Context: an optimization exercise on an open-source flow, tuned for small area, a short achievable clock period and few clock cycles per item. The choices shown serve that exercise and are no tape-out recipe. The RTL was checked by simulation tests, not by an equivalence proof against the original design.

==> flow/design.v (excerpt) <==
module led_cube_node_to_coordinate_unit (
  input  wire logic        clk_i,
  input  wire logic        rst_ni,
  input  wire logic        start_i,
  output logic             busy_o,
  input  wire logic [17:0] node_index_i,
  output logic             done_o,
  output logic [5:0]       voxel_x_o,
  output logic [5:0]       voxel_y_o,
  output logic [5:0]       voxel_z_o,
  output logic             index_out_of_range_o,
  input  wire logic        cfg_we_i,
  input  wire logic [2:0]  cfg_idx_i,
  input  wire logic [6:0]  cfg_data_i
);
For scale: about 2100 cells after synthesis, ~330 flip-flops, roughly 53 I/O pins, ~0.016 mm2 of cells after synthesis.
export LEC_CHECK = 0
export ABC_AREA = 1
export CAP_MARGIN = 20
export CORE_MARGIN = 2
export CORE_UTILIZATION = 40
export CTS_CLUSTER_DIAMETER = 120
export CTS_CLUSTER_SIZE = 24
export SETUP_SLACK_MARGIN = 3.4
export SLEW_MARGIN = 20
export TNS_END_PERCENT = 5
create_clock -name core_clock -period 5.5 [get_ports {clk_i}]
standard.sh (not shown) runs the stock make flow with config.mk's settings and CLKGATE_MAP_FILE= SYNTH_SCRIPT=/design/flow/synth_recipe.tcl, a recipe that flattens the netlist after the stock synthesis.
==> flow/flow/run.sh <==
#!/bin/bash
# The standard layout, with the port buffers made of sky130_fd_sc_hd__buf_2 cells instead of
# the delay-buffer cells the resizer picks by default.
set -euo pipefail
bash standard.sh BUFFER_PORTS_ARGS="-buffer_cell sky130_fd_sc_hd__buf_2" finish > standard_make.log 2>&1
Testbench counts at the start, summed over its fixed seeds: cycles 32,448, items 32,000.
Rerun with:
--- a/flow/config.mk
+++ b/flow/config.mk
@@ -10,7 +10,7 @@
 export CORE_MARGIN = 2
-export CORE_UTILIZATION = 40
+export CORE_UTILIZATION = 55
 export CTS_CLUSTER_DIAMETER = 120
 export CTS_CLUSTER_SIZE = 24
-export SETUP_SLACK_MARGIN = 3.4
+export SETUP_SLACK_MARGIN = 3.3
 export SLEW_MARGIN = 20
-export TNS_END_PERCENT = 5
+export TNS_END_PERCENT = 0
Effect: The new run ran to the end with no violations. Hold slack is better by 0.015 ns. Via count fell by 2.5%. Count of clock-buffer cells in the layout rose by 1. Wire length fell by 6.4%.


Starting RTL as in the previous note.
==> flow/config.mk <==
export PLATFORM = sky130hd
export DESIGN_NAME = led_cube_node_to_coordinate_unit
export DESIGN_NICKNAME = led_cube_node_to_coordinate_unit
export VERILOG_FILES = /design/flow/design.v
export SDC_FILE = /design/flow/constraint.sdc
export NUM_CORES = 4
export LEC_CHECK = 0
export ABC_AREA = 1
export CAP_MARGIN = 5
export CORE_MARGIN = 2
export CORE_UTILIZATION = 40
export CTS_CLUSTER_DIAMETER = 120
export CTS_CLUSTER_SIZE = 24
export SETUP_SLACK_MARGIN = 3.3
export SLEW_MARGIN = 5
export TNS_END_PERCENT = 0
==> flow/constraint.sdc <==
create_clock -name core_clock -period 5.5 [get_ports {clk_i}]
set_input_delay 1.1000 -clock core_clock [delete_from_list [all_inputs] [get_ports {clk_i}]]
set_output_delay 1.1000 -clock core_clock [all_outputs]
set_load 0.01 [all_outputs]
Scripts as last shown in full above: flow/flow/run.sh
Testbench counts at the start, summed over its fixed seeds: cycles 32,448, items 32,000.
Rerun with:
- CAP_MARGIN: 5 -> 20
- SETUP_SLACK_MARGIN: 3.3 -> 3.2
- SLEW_MARGIN: 5 -> 20
The new run finished with timing, DRC and antenna clean.
Routed wire length drops by 0.40%.
Sequential cell count stays the same.
Core utilization drops by 0.38 points.
Design area drops by 0.86%.
Fmax drops by 2.5%.
Rerun with:
- SETUP_SLACK_MARGIN: 3.2 -> 3.3
=>
- The new run finished with timing, DRC and antenna clean
- die area stays the same
- final area rose by 0.87%
Rerun with:
- CORE_UTILIZATION: 40 -> 55
- CTS_CLUSTER_DIAMETER: 120 -> 150
- CTS_CLUSTER_SIZE: 24 -> 30
- SETUP_SLACK_MARGIN: 3.3 -> 3.35
- TNS_END_PERCENT: 0 -> unset
Result:
- The new run ran to the end with no violations
- register-to-register slack is about the same
- synthesized cell count does not change
- fmax climbs by 1.0%
- clock-buffer cell count decreases by 3
- synthesized area stays the same
- global-route usage rises by 5.5 points
- sequential cell count is unchanged
Rerun with:
- CORE_UTILIZATION: 55 -> 60
- CTS_CLUSTER_DIAMETER: 150 -> 120
- CTS_CLUSTER_SIZE: 30 -> 24
- PLACE_DENSITY: unset -> 0.7
What happened:
- cell count is lower by a few percent
- cell area went down slightly
- utilization is higher by 5.8 points


Starting RTL as in the previous note.
Settings: LEC_CHECK=0, ABC_AREA=1, CAP_MARGIN=20, CORE_MARGIN=2, CORE_UTILIZATION=40, CTS_CLUSTER_DIAMETER=120, CTS_CLUSTER_SIZE=24, GPL_TIMING_DRIVEN=0, SETUP_SLACK_MARGIN=3.3, SLEW_MARGIN=20, TNS_END_PERCENT=0; clock period 5.5 ns.
Scripts as last shown in full above: flow/flow/run.sh
Testbench counts at the start, summed over its fixed seeds: cycles 32,448, items 32,000.
Rerun with:
- GPL_TIMING_DRIVEN: 0 -> unset
- SETUP_SLACK_MARGIN: 3.3 -> 3.35
- TNS_END_PERCENT: 0 -> 5
After rerunning:
- The new run ran to the end with no violations
- setup slack got worse by 0.0059 ns
- synthesized cell count is unchanged
- global-route usage drops by 0.10 points
- final cell count goes down by about 1.5%
- non-clock buffer count fell by 43
- count of clock-buffer cells in the layout stays the same
Rerun with:
- SETUP_SLACK_MARGIN: 3.35 -> 3.3
=> The changed run completed without violations. Non-clock buffer count goes down by 4. Wire length goes down by about 0.6%. First-iteration DRC count climbs by about 4%.


Starting RTL as in the previous note.
// led_cube_node_to_coordinate_unit
module led_cube_node_to_coordinate_unit (
  input  wire logic        clk_i,
  input  wire logic        rst_ni,
  input  wire logic        start_i,
  output logic             busy_o,
  input  wire logic [17:0] node_index_i,
  output logic             done_o,
  output logic [5:0]       voxel_x_o,
  output logic [5:0]       voxel_y_o,
  output logic [5:0]       voxel_z_o,
  output logic             index_out_of_range_o,
  input  wire logic        cfg_we_i,
  input  wire logic [2:0]  cfg_idx_i,
  input  wire logic [6:0]  cfg_data_i
);
export LEC_CHECK = 0
export ABC_AREA = 1
export CAP_MARGIN = 20
export CORE_MARGIN = 2
export CORE_UTILIZATION = 40
export CTS_CLUSTER_DIAMETER = 120
export CTS_CLUSTER_SIZE = 24
export SETUP_SLACK_MARGIN = 3.35
export SLEW_MARGIN = 20
create_clock -name core_clock -period 5.5 [get_ports {clk_i}]
Scripts as last shown in full above: flow/flow/run.sh
The starting point ran to the end with no violations.
Testbench counts at the start, summed over its fixed seeds: cycles 32,448, items 32,000.
Change:
- CTS_CLUSTER_DIAMETER: 120 -> 150
- CTS_CLUSTER_SIZE: 24 -> 30
What happened: Cell count barely changes. Global-route usage stays flat. Via count hardly moves.

==> static timing again, ports no longer ideal <==
How much do the figures lean on ideal ports? The routed layouts below were timed once more, with nothing changed but the port constraints. Step 1 (the two cells are an assumption about what drives the block):
set clk [get_ports {clk_i}]
set_driving_cell -lib_cell sky130_fd_sc_hd__clkbuf_16 $clk
set_driving_cell -lib_cell sky130_fd_sc_hd__buf_2 [delete_from_list [all_inputs] $clk]
Step 2, shift: input delay + t, output delay - t, t = (earliest + latest rising clock arrival at the registers) / 2. This alone moves slack from input paths to output paths. Three values: ideal ports, drivers, drivers and shift; two values: the first two.
run	t (ns)	setup slack, ns	worst register clock-pin slew, ns	pins driven straight from the clock port
the first run of note 1	0.579	3.372 / 3.319 / 2.921	0.10 / 0.10	1
the second run of note 1	0.560	3.345 / 3.324 / 2.920	0.10 / 0.10	1
the first run of note 2	0.580	3.373 / 3.320 / 2.892	0.11 / 0.11	1
the second run of note 2	0.565	3.317 / 3.317 / 2.805	0.10 / 0.10	1
the third run of note 2	0.580	3.373 / 3.320 / 2.892	0.11 / 0.11	1
the fourth run of note 2	0.536	3.395 / 3.345 / 2.995	0.12 / 0.12	1
the fifth run of note 2	0.549	3.408 / 3.356 / 2.929	0.10 / 0.10	1
the first run of note 3	0.571	3.378 / 3.327 / 2.888	0.10 / 0.10	1
the second run of note 3	0.579	3.373 / 3.320 / 2.892	0.11 / 0.11	1
the third run of note 3	0.580	3.373 / 3.320 / 2.876	0.11 / 0.11	1
the first run of note 4	0.566	3.389 / 3.336 / 2.919	0.10 / 0.10	1
the second run of note 4	0.555	3.381 / 3.328 / 2.933	0.12 / 0.12	1
After both steps setup and hold are still met in every run listed. For the second run of note 2, which loses most, drivers alone change the setup slack by 0.000 ns; drivers and shift together by -0.512 ns.
